Background: an optimization exercise with open tools, aiming at small area and a short achievable clock period. Do not read the settings as production practice.
Where RTL was checked, it was by simulation tests only, not by an equivalence proof against the original.
Function not checked in run 1: the RTL went through the layout flow alone.
No driver is modelled on the clock port, so clock power and skew are understated where the tree is cut down; a real chip needs a root buffer or a tree.
Power is estimated from default activity; no workload was simulated.

==> design.v <==
`timescale 1ns/1ps
module pccore_top (
    input  logic                      clk,
    input  logic                      arst_n,
    input  logic                      psel,
    input  logic                      penable,
    input  logic                      pwrite,
    input  logic [12-1:0]  paddr,
    input  logic [8-1:0]  pwdata,
    output logic [8-1:0]  prdata,
    output logic                      pready,
    output logic                      pslverr
);
    localparam int NS = 9;
    localparam int NB = (8 - 2);          
    logic [2:0] cnt;
    logic       setup;
    logic       map_q;                            
    logic       start;                            
    assign setup = psel && !penable;
    assign start = setup && (cnt == 3'd0 || cnt[2:1] == 2'b11);
    always_ff @(posedge clk or negedge arst_n) begin
        if (!arst_n) begin
            cnt     <= 3'd0;
            pready  <= 1'b0;
            pslverr <= 1'b0;
        end else begin
            case (cnt)
                3'd0, 3'd6, 3'd7: cnt <= setup ? 3'd1 : 3'd0;
                3'd1:             cnt <= 3'd2;
                3'd2:             cnt <= 3'd3;
                3'd3:             cnt <= map_q ? 3'd4 : 3'd0;
                3'd4:             cnt <= 3'd5;
                default:          cnt <= 3'd6;
            endcase
            pready  <= (cnt == 3'd4 && map_q) || (cnt == 3'd2 && !map_q);
            pslverr <= cnt == 3'd2 && !map_q;
        end
    end
    logic [2:0] ph;
    logic [2:0] ph_n;                             
    assign ph_n = {ph[1:0], ~ph[2]};
    logic swept;
    logic swept_n;
    assign swept_n = swept || ph == 3'b100;
    always_ff @(posedge clk or negedge arst_n) begin
        if (!arst_n) begin
            ph    <= 3'd0;
            swept <= 1'b0;
        end else begin
            ph    <= ph_n;
            swept <= swept_n;
        end
    end
    logic [2:0] code;                             
    logic       scr;                              
    logic       wwin;                             
    logic       rwin;                             
    assign code = {paddr[2] & (paddr[1] | ~paddr[0]),
                   paddr[1] & (paddr[2] |  paddr[0]),
                   paddr[0]};
    assign scr  = (paddr[7:3] == 5'd0) && (paddr[2:1] != 2'd0);
    assign wwin = start || (cnt != 3'd0 && cnt[2:1] != 2'b11);
    assign rwin = start || (cnt != 3'd0 && !cnt[2]);
    logic [NS-1:0]            hit_nq;             
    logic [8-1:0] wd_q;               
    logic                     weq_nq;             
    logic                     req0_nq;            
    logic                     req2_nq;            
    logic                     idq_q;              
    always_ff @(posedge clk) begin
        for (int s = 0; s < NS; s++)
            hit_nq[s] <= paddr[11:8] != 4'(s);
        wd_q    <= pwdata;
        map_q   <= !paddr[11] || (paddr[10:8] == 3'd0) ? (paddr[7:3] == 5'd0) : 1'b0;
        weq_nq  <= !(wwin && pwrite && scr && (code == ph_n));
        req0_nq <= !(rwin && !pwrite && scr && swept_n && (code == ph_n));
        req2_nq <= !(rwin && !pwrite && scr && swept_n &&
                     (code == {ph_n[0], ~ph_n[2], ~ph_n[1]}));
        idq_q   <= start && !pwrite && (paddr[7:0] == 8'd0);
    end
    logic [8-1:0] ring [NS][NB];
    logic [2*NS-1:0]          rsel;               
    logic [2*NS-1:0]          rtap [8];  
    logic [8-1:0] rd_val;             
    for (genvar b = 0; b < 8; b++) begin : g_rd
        logic [2*NS/3-1:0] grp_n;
        for (genvar g = 0; g < 2*NS/3; g++) begin : g_grp
            pc_aoi3 u_aoi (.sel(rsel[3*g +: 3]), .d(rtap[b][3*g +: 3]), .y_n(grp_n[g]));
        end
        assign rd_val[b] = ~&grp_n;
    end
    for (genvar s = 0; s < NS; s++) begin : g_ring
        logic wsel;
        logic sel0;
        logic sel2;
        assign wsel = !(hit_nq[s] || weq_nq);
        assign sel0 = !(hit_nq[s] || req0_nq);
        assign sel2 = !(hit_nq[s] || req2_nq);
        logic [8-1:0] ring_in;
        logic keep;
        assign keep = swept && !wsel;
        for (genvar b = 0; b < 8; b++) begin : g_in
            pc_ao22 u_in (.a1(wsel), .a2(wd_q[b]), .b1(keep), .b2(ring[s][0][b]), .y(ring_in[b]));
        end
        always_ff @(posedge clk) begin
            for (int k = 0; k < NB - 1; k++)
                ring[s][k] <= ring[s][k+1];
            ring[s][NB-1] <= ring_in;
        end
        assign rsel[2*s]   = sel0;
        assign rsel[2*s+1] = sel2;
        for (genvar b = 0; b < 8; b++) begin : g_tap
            assign rtap[b][2*s]   = ring[s][0][b];
            assign rtap[b][2*s+1] = ring[s][2][b];
        end
    end
    localparam logic [NS*8-1:0] ID_LO = {8'h26, 8'h1e, 8'h08, 8'h29, 8'h1d,
                                         8'h1a, 8'h1b, 8'h24, 8'h2f};
    logic [7:0] id_lo;
    always_comb begin
        id_lo = 8'h00;
        for (int s = 0; s < NS; s++)
            id_lo |= {8{!hit_nq[s]}} & ID_LO[s*8 +: 8];
    end
    always_ff @(posedge clk) begin
        prdata <= ((cnt == 3'd1) ? 8'h00 : prdata) | rd_val |
                  ({8{idq_q}} & id_lo);
    end
endmodule
module pc_ao22 (
    input  logic a1,
    input  logic a2,
    input  logic b1,
    input  logic b2,
    output logic y
);
    assign y = (a1 & a2) | (b1 & b2);
endmodule
module pc_aoi3 (
    input  logic [2:0] sel,
    input  logic [2:0] d,
    output logic       y_n
);
    assign y_n = ~|(sel & d);
endmodule
==> run.sh <==
#!/bin/bash
# synth_recipe.tcl (not shown) runs the flow's synth.tcl, then flattens the netlist and writes it again
# the make line also repeats each setting of config.mk as NAME=value (left out here)
make -C /OpenROAD-flow-scripts/flow DESIGN_CONFIG=/design/flow/config.mk WORK_HOME=/design/flow/orfs CLKGATE_MAP_FILE= SYNTH_SCRIPT=/design/flow/synth_recipe.tcl finish
==> config.mk <==
export PLATFORM = sky130hd
export DESIGN_NAME = pccore_top
export DESIGN_NICKNAME = pccore_top
export VERILOG_FILES = /design/flow/design.v
export SDC_FILE = /design/flow/constraint.sdc
export NUM_CORES = 4
export LEC_CHECK = 0
export CAP_MARGIN = 20
export CORE_MARGIN = 2
export CORE_UTILIZATION = 82
export CTS_BUF_LIST = sky130_fd_sc_hd__clkbuf_8 sky130_fd_sc_hd__clkbuf_16
export CTS_CLUSTER_DIAMETER = 100
export CTS_CLUSTER_SIZE = 30
export SETUP_SLACK_MARGIN = 3.2
export SLEW_MARGIN = 20
export SYNTH_HIERARCHICAL = 1
export SYNTH_MINIMUM_KEEP_SIZE = 0
==> constraint.sdc <==
create_clock -name core_clock -period 5.0 [get_ports {clk}]
set_input_delay 1.0000 -clock core_clock [delete_from_list [all_inputs] [get_ports {clk}]]
set_output_delay 1.0000 -clock core_clock [all_outputs]
set_load 0.01 [all_outputs]
==> run notes, run 1 <==
- Hold-fix buffers, CTS: 0
- Yosys warns: 11
- H-tree depth: 1
- Async set or reset register ratio after synthesis: 0.0191
- # port buffers: 34
- Fail Step: clock tree synthesis
- Cell area after synthesis: roughly 0.011 sq mm
- Biggest area consumer among synthesized cells: dfxtp_1
- Post-synth EDFFs: 0
- Synth cell types: 42
- Post-CTS setup buffers: 20
- Die Y-Extent: 122 microns
- Post-CTS Resized: 141
- Post-synthesis mux area share: 0.000875
- Starting Density: 0.831
- XOR/XNOR Fraction of Synth Area: 0.00153
- Register area share after synthesis: 0.828
- IO Pins: 35
- Most used flip-flop cell after synthesis: dfxtp_1
- Run status: stopped before the end
- Root Buffer: clkbuf_16
- Avg Cell Area, Syn: 15.4 sq um
- Most frequent cell after synthesis: dfxtp_1
- Mapped Cells: 745
- DP HPWL: 17,300 microns
- Total CTS buffers: 19
- CTS Buffer Depth: 3
- Largest family of logic cells by synthesized area: compound AO/OA/AOI/OAI gates
- Core Rows: 43
- Adder-cell share of the synthesized area: 0
- First Err: [ERROR DPL-0033] detailed placement checks failed during check placement.
- Post-synthesis register bit count: roughly 470
- Sink Count: 471
- Syn_nets: 770
- Synth Area in Simple Gates: 0.0498
- Top area cells in the synthesized netlist: dfxtp_1 (81%), a22o_1 (5.5%), a222oi_1 (4.2%), dfrtp_1 (2.0%), nor2_1 (1.1%)
- Die Wd: 122 microns
- Synth top area share: 0.808
- Commonest cells post-synth: dfxtp_1 (462), a22o_1 (72), a222oi_1 (48)
- Routability cong.: 0.902
- Compound-cell area share of the yosys netlist: 0.114
==> per-module statistics from Yosys, one instance, submodules excluded <==
module	area (sq um)	flip-flops and latches
pc_ao22	8.76	0
pccore_top	10300	471
pc_aoi3	10.0	0
==> cell families after synthesis <==
family                 after synthesis
flip-flops                         471
AO/OA/AOI/OAI                      147
AND/OR/NAND/NOR                    112
buffers and inverters               12
XOR/XNOR                             2
multiplexers                         1
==> stage by stage <==
step / instances / hold WS, ps / util / setup slack, ps / instance area, sq um
2_1_floorplan: 745 / 310 / - / 3160 / 11500
3_5_place_dp: 949 / 312 / 0.869 / 2470 / 12000
3_3_place_gp: 949 / 310 / 0.869 / 2550 / 12000
==> how the worst min path moves through the flow <==
| stage | endpoint | from |
|---|---|---|
| detailed placement | ring[48][3]$_DFF_P_ | ring[49][3]$_DFF_P_ |
| floorplan | ring[0][0]$_DFF_P_ | ring[1][0]$_DFF_P_ |
| global placement | ring[26][2]$_DFF_P_ | ring[27][2]$_DFF_P_ |
==> power groups by stage <==
stage	clock (W)	sequential, W	combinational (W)
detailed placement	0	0.00390	0.000114
floorplan	0	0.00388	0.0000767
global placement	0	0.00390	0.000106
==> run 2, diff against run 1 <==
--- a/design.v
+++ b/design.v
@@ -68,12 +68,15 @@
     logic                     req0_nq;            
     logic                     req2_nq;            
     logic                     idq_q;              
+    always_ff @(posedge clk or negedge arst_n) begin
+        if (!arst_n) weq_nq <= 1'b1;
+        else         weq_nq <= !(wwin && pwrite && scr && (code == ph_n));
+    end
     always_ff @(posedge clk) begin
         for (int s = 0; s < NS; s++)
             hit_nq[s] <= paddr[11:8] != 4'(s);
         wd_q    <= pwdata;
         map_q   <= !paddr[11] || (paddr[10:8] == 3'd0) ? (paddr[7:3] == 5'd0) : 1'b0;
-        weq_nq  <= !(wwin && pwrite && scr && (code == ph_n));
         req0_nq <= !(rwin && !pwrite && scr && swept_n && (code == ph_n));
         req2_nq <= !(rwin && !pwrite && scr && swept_n &&
                      (code == {ph_n[0], ~ph_n[2], ~ph_n[1]}));
@@ -99,7 +102,7 @@
         assign sel2 = !(hit_nq[s] || req2_nq);
         logic [8-1:0] ring_in;
         logic keep;
-        assign keep = swept && !wsel;
+        pc_oa21 u_keep (.a1(hit_nq[s]), .a2(weq_nq), .b1(swept), .y(keep));
         for (genvar b = 0; b < 8; b++) begin : g_in
             pc_ao22 u_in (.a1(wsel), .a2(wd_q[b]), .b1(keep), .b2(ring[s][0][b]), .y(ring_in[b]));
         end
@@ -144,3 +147,11 @@
 );
     assign y_n = ~|(sel & d);
 endmodule
+module pc_oa21 (
+    input  logic a1,
+    input  logic a2,
+    input  logic b1,
+    output logic y
+);
+    assign y = (a1 | a2) & b1;
+endmodule
==> flow/run.sh (new file) <==
#!/bin/bash
# Standard ORFS layout, with these changes:
#  - clock tree synthesis without dummy balancing loads
#  - port buffers of a small plain buffer cell instead of the tool's default pick
#  - after clock tree synthesis, the tree's branch buffers are removed and the leaf
#    buffers are split among four root buffers fed from the clock port, so every
#    register has a clock path of two buffers (flow/flatten_clock.tcl)
set -euo pipefail
here=$(pwd)
export CTS_ARGS="-sink_clustering_enable -repair_clock_nets -sink_clustering_size 30 -sink_clustering_max_diameter 100 -buf_list {sky130_fd_sc_hd__clkbuf_8 sky130_fd_sc_hd__clkbuf_16} -dont_use_dummy_load"
export BUFFER_PORTS_ARGS="-buffer_cell sky130_fd_sc_hd__buf_2"
bash standard.sh cts > standard_flow_cts.log 2>&1
export RESULTS="$here/orfs/results/$FLOW_PLATFORM/pccore_top/base"
export CLOCK_ROOTS=4
openroad -no_init -exit flow/flatten_clock.tcl > flatten_clock.log 2>&1
bash standard.sh finish > standard_flow_finish.log 2>&1
==> flow/flatten_clock.tcl (new file) <==
# Reshape the clock tree made by clock tree synthesis:
#  1. its branch buffers between the root buffer and the leaf buffers are removed;
#  2. the leaf buffers are split into up to four groups by position, and each group
#     gets its own root buffer, fed straight from the clock port.
# Every register then has a clock path of two buffers: one root and one leaf buffer.
set results $::env(RESULTS)
set n_roots $::env(CLOCK_ROOTS)
read_db $results/4_cts.odb
set block [ord::get_db_block]

proc is_clkbuf {inst} {
  return [string match "sky130_fd_sc_hd__clkbuf_*" [[$inst getMaster] getName]]
}

# The root buffer is the clock buffer on the clock port's net
set clk_net [$block findNet clk]
set root ""
foreach it [$clk_net getITerms] {
  set inst [$it getInst]
  if {[is_clkbuf $inst]} { set root $inst }
}
if {$root eq ""} { error "no root clock buffer" }
set root_out [[$root findITerm X] getNet]
puts "root [$root getName] drives [$root_out getName]"

# 1. Remove branch buffers
set changed 1
while {$changed} {
  set changed 0
  foreach it [$root_out getITerms] {
    set inst [$it getInst]
    if {$inst eq $root || ![is_clkbuf $inst]} { continue }
    set out [[$inst findITerm X] getNet]
    set branch 1
    foreach l [$out getITerms] {
      set li [$l getInst]
      if {$li ne $inst && ![is_clkbuf $li]} { set branch 0 }
    }
    if {!$branch} { continue }
    puts "removing branch buffer [$inst getName] ([$out getName])"
    set loads {}
    foreach l [$out getITerms] {
      if {[$l getInst] ne $inst} { lappend loads $l }
    }
    foreach l $loads {
      $l disconnect
      $l connect $root_out
    }
    foreach t [$inst getITerms] { $t disconnect }
    odb::dbInst_destroy $inst
    odb::dbNet_destroy $out
    set changed 1
    break
  }
}

# 2. Split the leaves among n_roots root buffers
set leaves {}
foreach it [$root_out getITerms] {
  if {[$it getInst] ne $root} { lappend leaves $it }
}
proc loc_x {it} { return [lindex [[$it getInst] getLocation] 0] }
proc loc_y {it} { return [lindex [[$it getInst] getLocation] 1] }
proc by_x {a b} { return [expr {[loc_x $a] - [loc_x $b]}] }
proc by_y {a b} { return [expr {[loc_y $a] - [loc_y $b]}] }

set groups [list $leaves]
if {$n_roots >= 2} {
  set s [lsort -command by_x $leaves]
  set h [expr {[llength $s] / 2}]
  set groups [list [lrange $s 0 [expr {$h - 1}]] [lrange $s $h end]]
}
if {$n_roots >= 4} {
  set g2 {}
  foreach g $groups {
    set s [lsort -command by_y $g]
    set h [expr {[llength $s] / 2}]
    lappend g2 [lrange $s 0 [expr {$h - 1}]] [lrange $s $h end]
  }
  set groups $g2
}

set master [$root getMaster]
set k 0
foreach g $groups {
  set sx 0; set sy 0
  foreach it $g { set sx [expr {$sx + [loc_x $it]}]; set sy [expr {$sy + [loc_y $it]}] }
  set cx [expr {$sx / [llength $g]}]
  set cy [expr {$sy / [llength $g]}]
  if {$k == 0} {
    set buf $root
    set net $root_out
  } else {
    set buf [odb::dbInst_create $block $master "clkbuf_root_${k}_clk"]
    set net [odb::dbNet_create $block "clknet_root_${k}_clk"]
    $net setSigType CLOCK
    [$buf findITerm A] connect $clk_net
    [$buf findITerm X] connect $net
    foreach it $g {
      $it disconnect
      $it connect $net
    }
  }
  $buf setLocation $cx $cy
  $buf setPlacementStatus PLACED
  puts "root [$buf getName] at $cx $cy drives [llength $g] leaves"
  incr k
}

detailed_placement
check_placement -verbose
write_db $results/4_1_cts.odb
write_db $results/4_cts.odb
==> standard.sh (new file) <==
#!/bin/bash
# synth_recipe.tcl (not shown) runs the flow's synth.tcl, then flattens the netlist and writes it again
# the make line also repeats each setting of config.mk as NAME=value (left out here)
make -C /OpenROAD-flow-scripts/flow DESIGN_CONFIG=/design/flow/config.mk WORK_HOME=/design/flow/orfs CLKGATE_MAP_FILE= SYNTH_SCRIPT=/design/flow/synth_recipe.tcl "${@:-finish}"
--- a/config.mk
+++ b/config.mk
@@ -7,11 +7,11 @@
 export LEC_CHECK = 0
 export CAP_MARGIN = 20
 export CORE_MARGIN = 2
-export CORE_UTILIZATION = 82
+export CORE_UTILIZATION = 74
 export CTS_BUF_LIST = sky130_fd_sc_hd__clkbuf_8 sky130_fd_sc_hd__clkbuf_16
 export CTS_CLUSTER_DIAMETER = 100
 export CTS_CLUSTER_SIZE = 30
-export SETUP_SLACK_MARGIN = 3.2
+export SETUP_SLACK_MARGIN = 3.16
 export SLEW_MARGIN = 20
 export SYNTH_HIERARCHICAL = 1
 export SYNTH_MINIMUM_KEEP_SIZE = 0
removed: run.sh
==> run notes, run 2 <==
- Run status: timing/DRC/antenna clean (was stopped before the end)
- Worst Path Required: approximately 5200 ps
- Met3 GRT Util: 0.0586
- Startpoint class of the critical path: register
- Area Overhead vs Synth: 9.01%
- Largest net degree at the start of global routing: 31
- Vias in the first global route: around 6,200
- Commonest non-fill, non-tap cells in the layout: dfxtp_1 (445), a22o_1 (72), a222oi_1 (48), nor2_1 (27), buf_2 (26)
- Slowest stage cell, crit path: a222oi_1
- Grt total ovfl: 0
- Final hold vios: 0
- Actual slew at the worst max-slew pin: 772 ps
- Final instance area: 0.0125 sq mm
- IO Pins: 35 (unchanged)
- Top flop regs: ring: 432 flops, hit_nq: 9 flops
- Core area: 0.0151 sq mm
- CP peak stage delay: 630 ps
- DP Area: 0.0118 sq mm (was 0.0120 sq mm)
- Final worst path period share: 0.372
- Vias per cell: around 6.5
- CTS clk-pin slew, worst paths: 110 ps
- DR vias: 6,421
- Routability cong.: 0.928 (was 0.902)
- Top Usage Layer GRT: met2
- Syn_nets: 769 (was 770)
- Commonest cells post-synth: dfxtp_1 (461), a22o_1 (72), a222oi_1 (48) (was dfxtp_1 (462), a22o_1 (72), a222oi_1 (48))
- CP endpoint kind: register
- Synth cell types: 44 (was 42)
- Initial antenna violation count: 0
- Routed Antenna Nets: 0
- Maximum VDD drop: 0.391 mV
- First-pass GRT wire length: 38,300 microns
- R2r setup slk: 3140 ps
- Routed WL per cell: approximately 27 microns
- Antenna diodes: 0
- Largest Register: ring
- Hold Path Origin: ring[27][2]$_DFF_P_
- Most frequent cell after synthesis: dfxtp_1 (unchanged)
- FF-to-FF Start: req0_nq$_DFF_P_
- Setup violators final: 0
- Cell area after synthesis: 0.0115 sq mm (was 0.0114 sq mm)
- Total wire length: 26,200 microns
- Pwr/cell area: 453 mW/mm^2
- Post-synth EDFFs: 0 (unchanged)
- Most common cell after layout, fill and taps aside: dfxtp_1
- Min Tclk post-route: roughly 1900 ps
- Yosys warns: 11 (unchanged)
- Nets: ~820
- DRC Markers: 0
- FF-to-FF path depth: 5
- Crit. path cell count: 5
- Critical Path AT: 2090 ps
- Max FFs per register: 432
- Cells along the critical path: nor2_4 > buf_4 > a222oi_1 > nand4_1 > a211o_2
- Core Rows: 45 (was 43)
- Post-synthesis register bit count: 471 (unchanged)
- Starting Density: 0.756 (was 0.831)
- Die area: 0.0165 sq mm
- Min-Delay Path Depth: 0
- Setup Crit Path Kind: register to register
- Most used flip-flop cell after synthesis: dfxtp_1 (unchanged)
- Fillers: 724
- Post-route setup TNS: 0 ps
- RSZ-0062 raised after global routing: yes
- Met1 usage: 0.424
- DP HPWL: 16,400 microns (was 17,300 microns)
- # port buffers: 34 (unchanged)
- Worst R2R End: prdata[7]$_DFF_P_
- Biggest area consumer among synthesized cells: dfxtp_1 (unchanged)
- Pleak: 4.85 nW
- Register area share after synthesis: 0.828 (about the same)
- Top area cells in the synthesized netlist: dfxtp_1 (81%), a22o_1 (5.5%), a222oi_1 (4.2%), dfrtp_1 (2.0%), nor2_1 (1.1%) (unchanged)
- Sink Count: 471 (unchanged)
- Fmax: 537 MHz
- Overall Global Routing Usage: 0.320
- Max cap viols: 0
- Die Wd: 128 microns (was 122 microns)
- Hold Path Class: register to register
- Mapped Cells: 744 (was 745)
- Slew Limit Fails: 0
- Hold-fix buffers, CTS: 0 (unchanged)
- Worst hold endpoint: ring[26][2]$_DFF_P_
- Async set or reset register ratio after synthesis: 0.0212 (was 0.0191)
- Final Total Pwr: 0.00565 W
- Routing usage on met2: 0.524
- Headroom to the max-slew limit: 0.483
- Die Y-Extent: 128 microns (was 122 microns)
- Synth top area share: 0.806 (was 0.808)
- Clock Skew: 29.5 ps
- Avg Cell Area, Syn: 15.4 sq um (about the same)
- Share of layout cells above drive strength 1: 0.115
- Buffers plus inverters on the worst setup path: 1
- DRT Pass-1 Iters: 8
- Initial DRC Count: 1,008
- Worst-Skew Late Latency: 330 ps
- Delay-heaviest family, CP: compound AO/OA/AOI/OAI gates
- Final hold slack: 308 ps
- Max FO, Critical Path: 6
run 2: kinds of logic after synthesis:
family / after synthesis / share of synthesized area
and+or+nand+nor: 104 / 0.0452
AOI/OAI and AO/OA: 155 / 0.120
buffers and inverters: 11 / 0.00524
DFF: 471 / 0.828
xor gates and xnor gates: 2 / 0.00153
muxes: 1 / 0.000874
run 2: where the power goes:
group          total [W]  internal, W  switching, W
clock network    0.00174     0.000728       0.00101
registers        0.00382      0.00377     0.0000461
logic          0.0000974    0.0000427     0.0000547
run 2: area by class of cell:
class                   count  area (sq um)  share of cell area
clock buffers              17           425              0.0341
flip-flops and latches    471          9520               0.762
multi-input cells         262          1970               0.158
inverters                   2          7.51            0.000601
repair buffers             39           262              0.0209
well taps                 188           235              0.0188
plain buffers               3          75.1             0.00601
run 2: worst max path at each step:
stage | from | to | slack [ps]
after floorplan | paddr[0] | weq_nq$_DFF_PN1_ | 3160
after global placement | paddr[3] | req2_nq$_DFF_P_ | 2880
after detailed placement | paddr[3] | req2_nq$_DFF_P_ | 2780
after CTS | pslverr$_DFF_PN0_ | pslverr | 2960
after global routing | hit_nq[6]$_DFF_P_ | prdata[5]$_DFF_P_ | 3110
final | req0_nq$_DFF_P_ | prdata[7]$_DFF_P_ | 3140
run 2: metal layers:
metal	part of all wire	up-vias	wire [microns]
met3	0.087	97	2270
met4	0.039	0	1030
li1	-	2799	-
met5	0	-	0
met2	0.48	442	12600
met1	0.39	3083	10300
run 2: per-stage QoR:
stage	util	setup WS (ps)	cells
final	0.825	3140	982
after global placement	0.780	2880	957
after CTS	0.817	2960	978
after detailed placement	0.780	2780	957
after global routing	0.825	3110	982
after floorplan	-	3160	744
run 2: worst register-to-register path: stages, from the launching register on:
cell      delay (ps)
dfxtp_4          450
nor2_4            80
buf_4            150
a222oi_1         630
nand4_1          170
a211o_2          290
run 2: what timing repair did:
action,4_1_cts,5_1_grt
gates resized for setup,26,21
endpoints found under the setup margin,17,14
gates cloned,0,0
pin swaps,2,8
buffers inserted,2,3
run 2: modules after synthesis (local to each module, per instance):
module	cells inside	flops+latches	times used	cell area [sq um]
pc_aoi3	1	0	48	10.0
pc_ao22	1	0	72	8.76
pccore_top	615	471	1	10300
pc_oa21	1	0	9	7.51
==> run 3, diff against run 2 <==
--- a/config.mk
+++ b/config.mk
@@ -7,7 +7,7 @@
 export LEC_CHECK = 0
 export CAP_MARGIN = 20
 export CORE_MARGIN = 2
-export CORE_UTILIZATION = 74
+export CORE_UTILIZATION = 70
 export CTS_BUF_LIST = sky130_fd_sc_hd__clkbuf_8 sky130_fd_sc_hd__clkbuf_16
 export CTS_CLUSTER_DIAMETER = 100
 export CTS_CLUSTER_SIZE = 30
==> run notes, run 3 <==
- Run status: timing/DRC/antenna clean (unchanged)
- Maximum VDD drop: 0.481 mV (was 0.391 mV)
- Pwr/cell area: 448 mW/mm^2 (was 453 mW/mm^2)
- Mapped Cells: 744 (unchanged)
- Initial DRC Count: 853 (was 1,008)
- Final hold vios: 0 (unchanged)
- Cells along the critical path: buf_2 (was nor2_4 > buf_4 > a222oi_1 > nand4_1 > a211o_2)
- Actual slew at the worst max-slew pin: 800 ps (was 772 ps)
- Most common cell after layout, fill and taps aside: dfxtp_1 (unchanged)
- Post-route setup TNS: 0 ps (unchanged)
- First-pass GRT wire length: 35,300 microns (was 38,300 microns)
- Routed Antenna Nets: 0 (unchanged)
- Final worst path period share: 0.366 (was 0.372)
- Final instance area: 0.0125 sq mm (about the same)
- Yosys warns: 11 (unchanged)
- Max FO, Critical Path: 1 (was 6)
- Vias per cell: 6.10 (was 6.54)
- # port buffers: 34 (unchanged)
- Die Y-Extent: 132 microns (was 128 microns)
- Antenna diodes: 0 (unchanged)
- Max FFs per register: 432 (unchanged)
- Synth cell types: 44 (unchanged)
- Met2 WL: 10,900 microns (was 12,600 microns)
- Avg Cell Area, Syn: 15.4 sq um (unchanged)
- Vias in the first global route: 5,972 (was 6,225)
- Largest net degree at the start of global routing: 31 (unchanged)
- Headroom to the max-slew limit: 0.465 (was 0.483)
- DRC Markers: 0 (unchanged)
- Critical Path AT: 830 ps (was 2090 ps)
- Post-synthesis register bit count: 471 (unchanged)
- Grt total ovfl: 0 (unchanged)
- Delay-heaviest family, CP: flip-flops (was compound AO/OA/AOI/OAI gates)
- Area Overhead vs Synth: 9.27% (was 9.01%)
- Pleak: 4.84 nW (was 4.85 nW)
- Slew Limit Fails: 0 (unchanged)
- Fillers: 913 (was 724)
- Nets: 819 (was 821)
- Syn_nets: 769 (unchanged)
- Placed cell count: 985 (was 957)
- Commonest cells post-synth: dfxtp_1 (461), a22o_1 (72), a222oi_1 (48) (unchanged)
- DP Area: 0.0118 sq mm (about the same)
- Worst-Skew Late Latency: 320 ps (was 330 ps)
- Startpoint class of the critical path: register (unchanged)
- Core area: 0.0159 sq mm (was 0.0151 sq mm)
- Core Rows: 46 (was 45)
- Synth top area share: 0.806 (unchanged)
- Top area cells in the synthesized netlist: dfxtp_1 (81%), a22o_1 (5.5%), a222oi_1 (4.2%), dfrtp_1 (2.0%), nor2_1 (1.1%) (unchanged)
- Sink Count: 471 (unchanged)
- Clock Skew: 30.1 ps (was 29.5 ps)
- Buffers plus inverters on the worst setup path: 1 (unchanged)
- Top flop regs: ring: 432 flops, hit_nq: 9 flops (unchanged)
- CTS clk-pin slew, worst paths: 100 ps (was 110 ps)
- CP peak stage delay: 370 ps (was 630 ps)
- DRT Pass-1 Iters: 6 (was 8)
- Commonest non-fill, non-tap cells in the layout: dfxtp_1 (443), a22o_1 (72), a222oi_1 (48), nor2_1 (27), buf_2 (26) (was dfxtp_1 (445), a22o_1 (72), a222oi_1 (48), nor2_1 (27), buf_2 (26))
- Worst Path Required: 4000 ps (was 5230 ps)
- Register area share after synthesis: 0.828 (unchanged)
- Setup violators final: 0 (unchanged)
- Met1 Wirelength: 10,500 microns (was 10,300 microns)
- IO Pins: 35 (unchanged)
- Biggest area consumer among synthesized cells: dfxtp_1 (unchanged)
- DP HPWL: 15,000 microns (was 16,400 microns)
- Cell area after synthesis: 0.0115 sq mm (unchanged)
- Starting Density: 0.719 (was 0.756)
- DR vias: 6,148 (was 6,421)
- CP endpoint kind: output pin (was register)
- Most used flip-flop cell after synthesis: dfxtp_1 (unchanged)
- Slowest stage cell, crit path: dfrtp_1 (was a222oi_1)
- Share of layout cells above drive strength 1: 0.116 (was 0.115)
- Post-synth EDFFs: 0 (unchanged)
- Min Tclk post-route: 1830 ps (was 1860 ps)
- Async set or reset register ratio after synthesis: 0.0212 (unchanged)
- Die Wd: 132 microns (was 128 microns)
- Fmax: 547 MHz (was 537 MHz)
- Max Used Layer: met4 (unchanged)
- Final Instance Count excl. Fillers: 1,008 (was 982)
- Routed WL per cell: 23.4 microns (was 26.7 microns)
- Hold Path Class: register to register (unchanged)
- Max cap viols: 0 (unchanged)
- Die area: 0.0174 sq mm (was 0.0165 sq mm)
- RSZ-0062 raised after global routing: yes (unchanged)
- Final Total Pwr: 0.00561 W (was 0.00565 W)
- Total wire length: 23,600 microns (was 26,200 microns)
- Routability cong.: 0.918 (was 0.928)
- Initial antenna violation count: 0 (unchanged)
- Met3 Wirelength: 1650 microns (was 2270 microns)
- Largest Register: ring (unchanged)
- Overall Global Routing Usage: 0.271 (was 0.320)
- Setup Crit Path Kind: register to output pin (was register to register)
- Most frequent cell after synthesis: dfxtp_1 (unchanged)
==> run 3: logic make-up after synthesis <==
logic type | Yosys count | synth area share
buffers and inverters | 11 | 0.00524
AO/OA/AOI/OAI | 155 | 0.120
multiplexers | 1 | 0.000874
AND/OR/NAND/NOR | 104 | 0.0452
flip-flops | 471 | 0.828
XOR/XNOR | 2 | 0.00153
==> run 3: layout make-up <==
type / count / area, sq um / share of cell area
well taps: 216 / 270 / 0.0216
repair buffers: 37 / 255 / 0.0204
flip-flops and latches: 471 / 9520 / 0.761
multi-input cells: 262 / 1960 / 0.157
clock buffers: 17 / 425 / 0.0340
plain buffers: 3 / 75.1 / 0.00600
inverters: 2 / 7.51 / 0.000600
==> run 3: path summary, 6_finish.rpt <==
kind	slack, ps	startpoint	cells past startpoint	end
setup reg to reg	3180	req2_nq$_DFF_P_	6	prdata[4]$_DFF_P_
setup / recovery	3170	pready$_DFF_PN0_	1	pready
hold / removal	310	ring[3][6]$_DFF_P_	0	ring[2][6]$_DFF_P_
hold reg to reg	310	ring[3][6]$_DFF_P_	0	ring[2][6]$_DFF_P_
min in group asynchronous	510	arst_n	1	cnt[2]$_DFF_PN0_
max in group asynchronous	4230	arst_n	1	weq_nq$_DFF_PN1_
==> run 3: what timing repair did <==
action / CTS / global route
hold buffers: 0 / 0
pin swaps: 0 / 10
gates resized for setup: 29 / 20
setup buffers: 0 / 3
endpoints found under the setup margin: 18 / 12
==> run 3: power by group <==
part / internal (W) / switching (W) / leakage (nW) / total, W
registers: 0.00377 / 0.0000445 / 3.84 / 0.00381
clock network: 0.000727 / 0.000978 / 0.246 / 0.00171
logic: 0.0000426 / 0.0000521 / 0.755 / 0.0000946
==> run 3: metrics by stage <==
stage	utilization	hold WS, ps	worst slack [ps]
finish	0.785	305	3170
global route	0.785	315	3120
CTS	0.778	305	2970
detailed placement	0.743	312	2880
global placement	0.743	310	2930
floorplan	-	310	3160
==> run 3: per-layer routing <==
metal	vias to the layer above	global-route usage
met5	-	0
met4	0	0.0779
met3	40	0.0442
met2	294	0.428
met1	3023	0.392
li1	2791	-
==> run 3: Yosys stat by module, one instance, submodules excluded <==
| module | cells | cell area, sq um | times used |
|---|---|---|---|
| pc_ao22 | 1 | 8.76 | 72 |
| pc_aoi3 | 1 | 10.0 | 48 |
| pc_oa21 | 1 | 7.51 | 9 |
| pccore_top | 615 | 10300 | 1 |
==> run 3: worst reg2reg max path, delay by kind of cell (launching register included) <==
family	cells	cell delay (ps)
AND/OR/NAND/NOR	3	980
flip-flops	1	360
AO/OA/AOI/OAI	2	270
buffers and inverters	1	160
==> run 4, diff against run 3 <==
--- a/config.mk
+++ b/config.mk
@@ -11,7 +11,7 @@
 export CTS_BUF_LIST = sky130_fd_sc_hd__clkbuf_8 sky130_fd_sc_hd__clkbuf_16
 export CTS_CLUSTER_DIAMETER = 100
 export CTS_CLUSTER_SIZE = 30
-export SETUP_SLACK_MARGIN = 3.16
+export SETUP_SLACK_MARGIN = 3.22
 export SLEW_MARGIN = 20
 export SYNTH_HIERARCHICAL = 1
 export SYNTH_MINIMUM_KEEP_SIZE = 0
==> run notes, run 4 <==
- Routability cong.: 0.903 (was 0.918)
- Setup violators final: 0 (unchanged)
- Overall Global Routing Usage: 0.278 (was 0.271)
- Grt total ovfl: 0 (unchanged)
- Fmax: 538 MHz (was 547 MHz)
- DR vias: 6,318 (was 6,148)
- Die Y-Extent: 132 microns (unchanged)
- DP HPWL: 14,800 microns (was 15,000 microns)
- Syn_nets: 769 (unchanged)
- Routed WL per cell: 23.9 microns (was 23.4 microns)
- Vias per cell: 6.24 (was 6.10)
- Pleak: 4.87 nW (was 4.84 nW)
- Area Overhead vs Synth: 10.4% (was 9.27%)
- CP endpoint kind: register (was output pin)
- Final worst path period share: 0.371 (was 0.366)
- Run status: timing/DRC/antenna clean (unchanged)
- Top area cells in the synthesized netlist: dfxtp_1 (81%), a22o_1 (5.5%), a222oi_1 (4.2%), dfrtp_1 (2.0%), nor2_1 (1.1%) (unchanged)
- Die Wd: 132 microns (unchanged)
- Worst R2R End: prdata[6]$_DFF_P_ (was prdata[4]$_DFF_P_)
- Synth cell types: 44 (unchanged)
- IO Pins: 35 (unchanged)
- Most used flip-flop cell after synthesis: dfxtp_1 (unchanged)
- Commonest cells post-synth: dfxtp_1 (461), a22o_1 (72), a222oi_1 (48) (unchanged)
- Pwr/cell area: 446 mW/mm^2 (was 448 mW/mm^2)
- FF-to-FF path depth: 5 (was 6)
- Clock Skew: 33.7 ps (was 30.1 ps)
- Mapped Cells: 744 (unchanged)
- Max FFs per register: 432 (unchanged)
- Synth top area share: 0.806 (unchanged)
- Async set or reset register ratio after synthesis: 0.0212 (unchanged)
- Antenna diodes: 0 (unchanged)
- RSZ-0062 raised after global routing: yes (unchanged)
- Yosys warns: 11 (unchanged)
- Worst Path Required: 5240 ps (was 4000 ps)
- Max FO, Critical Path: 10 (was 1)
- Cell area after synthesis: 0.0115 sq mm (unchanged)
- DRT Pass-1 Iters: 6 (unchanged)
- Initial antenna violation count: 0 (unchanged)
- Initial DRC Count: 927 (was 853)
- Worst setup path startpoint: paddr[0] (was pready$_DFF_PN0_)
- Vias in the first global route: 6,183 (was 5,972)
- Post-route setup TNS: 0 ps (unchanged)
- Share of layout cells above drive strength 1: 0.138 (was 0.116)
- Final Total Pwr: 0.00565 W (was 0.00561 W)
- Most frequent cell after synthesis: dfxtp_1 (unchanged)
- Most common cell after layout, fill and taps aside: dfxtp_1 (unchanged)
- Post-synthesis register bit count: 471 (unchanged)
- # port buffers: 34 (unchanged)
- Slew Limit Fails: 0 (unchanged)
- Headroom to the max-slew limit: 0.427 (was 0.465)
- Largest Register: ring (unchanged)
- FF-to-FF Start: req2_nq$_DFF_P_ (unchanged)
- Avg Cell Area, Syn: 15.4 sq um (unchanged)
- CTS clk-pin slew, worst paths: 110 ps (was 100 ps)
- Max cap viols: 0 (unchanged)
- Commonest non-fill, non-tap cells in the layout: dfxtp_1 (442), a22o_1 (72), a222oi_1 (48), buf_2 (26), nand2_1 (23) (was dfxtp_1 (443), a22o_1 (72), a222oi_1 (48), nor2_1 (27), buf_2 (26))
- Starting Density: 0.719 (unchanged)
- Placed cell count: 985 (unchanged)
- Core Rows: 46 (unchanged)
- Final hold vios: 0 (unchanged)
- Biggest area consumer among synthesized cells: dfxtp_1 (unchanged)
- First-pass GRT wire length: 36,500 microns (was 35,300 microns)
- Routed Antenna Nets: 0 (unchanged)
- Startpoint class of the critical path: primary input (was register)
- Hold Path Class: register to register (unchanged)
- DP Area: 0.0119 sq mm (was 0.0118 sq mm)
- DRC Markers: 0 (unchanged)
- Die area: 0.0174 sq mm (unchanged)
- Sink Count: 471 (unchanged)
- Fillers: 908 (was 913)
- Largest net degree at the start of global routing: 31 (unchanged)
- Min Tclk post-route: 1860 ps (was 1830 ps)
- Nets: 824 (was 819)
- Top flop regs: ring: 432 flops, hit_nq: 9 flops (unchanged)
- Core area: 0.0159 sq mm (unchanged)
- Setup Crit Path Kind: primary input to register (was register to output pin)
- Critical Path AT: 2100 ps (was 830 ps)
- Final Instance Count excl. Fillers: 1,013 (was 1,008)
- Post-synth EDFFs: 0 (unchanged)
- Final instance area: 0.0126 sq mm (was 0.0125 sq mm)
- CP Capture Point: weq_nq$_DFF_PN1_ (was pready)
- Maximum VDD drop: 0.366 mV (was 0.481 mV)
- Actual slew at the worst max-slew pin: 857 ps (was 800 ps)
- Worst-Skew Late Latency: 330 ps (was 320 ps)
- R2r setup slk: 3220 ps (was 3180 ps)
- Total wire length: 24,200 microns (was 23,600 microns)
- Register area share after synthesis: 0.828 (unchanged)
[run 4: changes by cell type in the layout (fill, tap and decap cells not counted), sizes merged]
| cell | change |
|---|---|
| buf | +5 |
[run 4: power by group]
| part | internal, W | switching (W) |
|---|---|---|
| registers | 0.00377 | 0.0000432 |
| logic | 0.0000435 | 0.0000590 |
| clock network | 0.000728 | 0.00101 |
[run 4: per-layer routing]
layer | share of wire | global-route usage | wire length, microns | vias up
met4 | 0.022 | 0.0688 | 536 | 0
met3 | 0.076 | 0.0469 | 1840 | 57
met5 | 0 | 0 | 0 | -
met1 | 0.44 | 0.406 | 10600 | 3099
met2 | 0.47 | 0.439 | 11300 | 360
li1 | - | - | - | 2802
[run 4: worst min-delay path by stage]
stage               cells past startpoint                   to                start  slack (ps)
floorplan                               0   ring[0][0]$_DFF_P_   ring[1][0]$_DFF_P_         310
global placement                        0  ring[50][1]$_DFF_P_  ring[51][1]$_DFF_P_         310
detailed placement                      0  ring[42][0]$_DFF_P_  ring[43][0]$_DFF_P_         310
CTS                                     0   ring[6][7]$_DFF_P_   ring[7][7]$_DFF_P_         280
global route                            0   ring[6][3]$_DFF_P_   ring[7][3]$_DFF_P_         310
finish                                  0   ring[6][7]$_DFF_P_   ring[7][7]$_DFF_P_         290
[run 4: worst max-delay path: stages]
cell and delay [ps]:
buf_2 190, and4b_1 240, a211oi_1 320, o22ai_1 200, o211ai_1 140
[run 4: per-module statistics from Yosys, one instance, submodules excluded]
module      cell area, sq um  cells inside
pccore_top             10300           615
pc_aoi3                 10.0             1
pc_ao22                 8.76             1
pc_oa21                 7.51             1
[run 4: logic make-up (layout without fill, tap and decap cells)]
| family | after synthesis | count (layout) | share of synthesized area |
|---|---|---|---|
| multiplexers | 1 | 1 | 0.000874 |
| AND/OR/NAND/NOR | 104 | 104 | 0.0452 |
| flip-flops | 471 | 471 | 0.828 |
| AO/OA/AOI/OAI | 155 | 155 | 0.120 |
| buffers and inverters | 11 | 64 | 0.00524 |
| XOR/XNOR | 2 | 2 | 0.00153 |
[run 4: area by class of cell]
| type | count | area, sq um | share of cell area |
|---|---|---|---|
| buffer | 3 | 75.1 | 0.00594 |
| clock buffer | 17 | 425 | 0.0336 |
| inverter | 2 | 7.51 | 0.000594 |
| tap | 216 | 270 | 0.0214 |
| timing repair buffer | 42 | 300 | 0.0237 |
| multi-input combinational | 262 | 2030 | 0.161 |
| sequential | 471 | 9530 | 0.754 |
[run 4: what timing repair did]
| action | in CTS | in global routing |
|---|---|---|
| pin swaps | 5 | 17 |
| hold buffers | 0 | 0 |
| setup endpoints to repair | 18 | 19 |
| buffers inserted | 1 | 7 |
| gates resized for setup | 40 | 33 |
[run 4: stage by stage]
step,util,setup slack [ps],hold WS (ps)
global route,0.793,3130,308
global placement,0.744,2970,309
CTS,0.781,2960,279
finish,0.793,3140,293
detailed placement,0.744,2930,312
floorplan,-,3190,310

[port drivers added, routing unchanged]
The results above use ideal ports. As a check the final layouts listed here were re-extracted and re-timed, cells and wires unchanged.
Step 1 (the two cells are an assumption about what drives the block):
set clk [get_ports {clk}]
set_driving_cell -lib_cell sky130_fd_sc_hd__clkbuf_16 $clk
set_driving_cell -lib_cell sky130_fd_sc_hd__buf_2 [delete_from_list [all_inputs] $clk]
Step 2 moves the port delays by t, midway between the first and last clock arrival at a register: inputs arrive t later, outputs are due t later. That takes back most of the time a late clock gives input paths.
Slacks: ideal / step 1 / step 2; pairs: ideal / step 1.
run	t (ns)	setup slack, ns	worst data-port slew with drivers (ns)
run 2	0.410	3.139 / 3.066 / 2.870	0.03
run 3	0.403	3.172 / 3.076 / 3.013	0.03
run 4	0.413	3.143 / 3.058 / 2.803	0.03
After both steps setup and hold are still met in every run listed. For run 4, which loses most, drivers alone change the setup slack by -0.085 ns; drivers and shift together by -0.340 ns.
